From an optimization exercise on the open Yosys and OpenROAD flow, aimed at small area and few clock cycles per item; shortcuts taken in it are not production practice. In this exercise RTL edits were held to simulation tests only and were not proved equivalent to the original.

==> flow/design.v <==
`timescale 1ns/1ps
package delta_pkg;
    localparam int NUM_COEFFS  = 13;      
    localparam int WINDOW_LEN  = 5;       
    localparam int HIST_FRAMES = 4;       
    localparam int RING_LEN    = HIST_FRAMES * NUM_COEFFS;
    localparam int TENTH_RECIP = 6554;    
    localparam int TENTH_SHIFT = 16;
    localparam int COEFF_W = 16;
    typedef logic signed [15:0] coeff_t;    
    typedef logic signed [18:0] num_t;      
    typedef logic signed [34:0] prod_t;     
    typedef logic signed [17:0] delta_t;    
endpackage
`timescale 1ns/1ps
module delta_datapath (
    input  logic signed [18:0] num,
    output logic signed [15:0] delta    
);
    logic signed [20:0] num3;
    logic signed [31:0] prod;
    assign num3  = 21'(num) + (21'(num) <<< 1);
    assign prod  = (32'(num3) <<< 2) + (32'(num3) <<< 6) + (32'(num3) <<< 10) + 32'(num);
    assign delta = prod[15 +: 16];
endmodule
`timescale 1ns/1ps
module delta_top (
    input  logic   clk,
    input  logic   rst,
    input  logic   in_valid,
    input  delta_pkg::coeff_t in_coeff,
    output logic   in_ready,
    output logic   out_valid,
    output delta_pkg::delta_t out_delta,
    input  logic   out_ready
);
    localparam int NC = delta_pkg::NUM_COEFFS;
    localparam int RL = delta_pkg::RING_LEN;
    localparam int CW = delta_pkg::COEFF_W;
    logic [RL*CW-1:0] ring;          
    logic [5:0]       phase;         
    logic [3:0]       coeff_idx;     
    logic [1:0]       frame_cnt;     
    logic             stall;
    logic             take;
    logic signed [15:0] c_f1, c_f3, c_f4;
    logic signed [18:0] num_d;
    logic signed [18:0] num_q;
    logic               num_valid;
    logic signed [15:0] delta_d;
    logic signed [15:0] delta_q;
    assign stall    = out_valid && !out_ready;
    assign in_ready = (phase == 6'd0) && !stall;
    assign take     = in_valid && in_ready;
    assign c_f1  = ring[12*CW +: CW];
    assign c_f3  = ring[38*CW +: CW];
    assign c_f4  = ring[51*CW +: CW];
    assign num_d = 19'({~in_coeff[15], in_coeff[14:0]}) * 19'd2
                 + 19'({~c_f1[15], c_f1[14:0]})
                 + 19'({c_f3[15], ~c_f3[14:0]})
                 + 19'({c_f4[15], ~c_f4[14:0]}) * 19'd2
                 + 19'd327683;
    delta_datapath delta_datapath_inst (
        .num   (num_q),
        .delta (delta_d)
    );
    always_ff @(posedge clk) begin
        ring[CW +: (RL-1)*CW] <= ring[0 +: (RL-1)*CW];
        ring[0 +: CW]         <= take ? in_coeff : ring[(RL-1)*CW +: CW];
        if (take && frame_cnt == 2'd0) begin
            ring[1*NC*CW +: CW] <= in_coeff;
            ring[2*NC*CW +: CW] <= in_coeff;
        end
    end
    always_ff @(posedge clk) begin
        if (rst) begin
            phase     <= '0;
            coeff_idx <= '0;
            frame_cnt <= '0;
            num_valid <= 1'b0;
            out_valid <= 1'b0;
        end else begin
            if (!take) begin
                phase <= (phase == 6'(RL-1)) ? 6'd0 : phase + 6'd1;
            end
            if (take) begin
                if (coeff_idx == 4'(NC-1)) begin
                    coeff_idx <= '0;
                    if (frame_cnt != 2'd2) frame_cnt <= frame_cnt + 2'd1;
                end else begin
                    coeff_idx <= coeff_idx + 4'd1;
                end
            end
            if (!stall) begin
                num_valid <= take && (frame_cnt == 2'd2);
                out_valid <= num_valid;
            end
        end
    end
    always_ff @(posedge clk) begin
        if (take)   num_q   <= num_d;
        if (!stall) delta_q <= delta_d;
    end
    assign out_delta = {{2{delta_q[15]}}, delta_q};
endmodule
export LEC_CHECK = 0
export CAP_MARGIN = 20
export CORE_MARGIN = 2
export CORE_UTILIZATION = 65
export CTS_BUF_LIST = sky130_fd_sc_hd__clkbuf_8
export CTS_CLUSTER_DIAMETER = 50
export CTS_CLUSTER_SIZE = 16
export PLACE_DENSITY = 0.75
export SLEW_MARGIN = 20
create_clock -name core_clock -period 7.0 [get_ports {clk}]
standard.sh (not shown) runs the stock make flow with config.mk's settings and CLKGATE_MAP_FILE= SYNTH_SCRIPT=/design/flow/synth_recipe.tcl, a recipe that flattens the netlist after the stock synthesis.
==> flow/flow/run.sh <==
#!/bin/bash
# The standard layout (the standard.sh, standard synthesis unchanged) with
# three make variables changed:
#  - port buffers use buf_1 instead of the cell buffer_ports picks by itself
#  - the clock tree is built without dummy loads

set -euo pipefail
bash standard.sh \
  BUFFER_PORTS_ARGS="-buffer_cell sky130_fd_sc_hd__buf_1" \
  CTS_ARGS="-sink_clustering_enable -repair_clock_nets -sink_clustering_size 16 -sink_clustering_max_diameter 50 -buf_list sky130_fd_sc_hd__clkbuf_8 -dont_use_dummy_load" \
  finish > standard.log 2>&1
The first run produced a clean layout.
Testbench counts at the start, summed over its fixed seeds: cycles 5,008, deltas 4,784.
Edit:
==> flow/run.sh (new file) <==
#!/bin/bash
# synth_recipe.tcl (not shown) runs the flow's synth.tcl, then flattens the netlist and writes it again
# the make line also repeats each setting of config.mk as NAME=value (left out here)
make -C /OpenROAD-flow-scripts/flow DESIGN_CONFIG=/design/flow/config.mk WORK_HOME=/design/flow/orfs CLKGATE_MAP_FILE= SYNTH_SCRIPT=/design/flow/synth_recipe.tcl finish
removed: flow/flow/run.sh
removed: flow/standard.sh
Outcome: Non-clock buffer count does not change. Setup slack is worse by 39 ps. Worst hold slack is better by 24 ps. Final area is higher by 1.8%. Routed wire length is higher by 1.3%. Core utilization is higher by 1.3 points. Flip-flop and latch count is unchanged. Cell count is higher by 0.84%.

==> re-timing with driven ports <==
In the flow no input, the clock included, has a driving cell. The finished layouts below were timed again as built, in two steps.
Step 1, drivers: a clkbuf_16 drives clk and a buf_2 each remaining input, both assumed.
Step 2 also shifts input and output timing later by t, the mid clock arrival at the registers, as if the neighbouring blocks saw the same clock.
Three values: no drivers, after step 1, after step 2; two values: the first two.
run | shift t [ns] | setup WS [ns] | worst hold slack (ns) | slew at the worst register clock pin (ns) | worst data-port slew with drivers (ns)
the first run | 0.651 | 1.184 / 1.184 / 1.184 | 0.298 / 0.298 / 0.298 | 0.10 / 0.10 | 0.08
the second run | 0.655 | 1.145 / 1.145 / 1.145 | 0.321 / 0.321 / 0.321 | 0.10 / 0.10 | 0.05
After both steps every run listed still meets setup and hold.
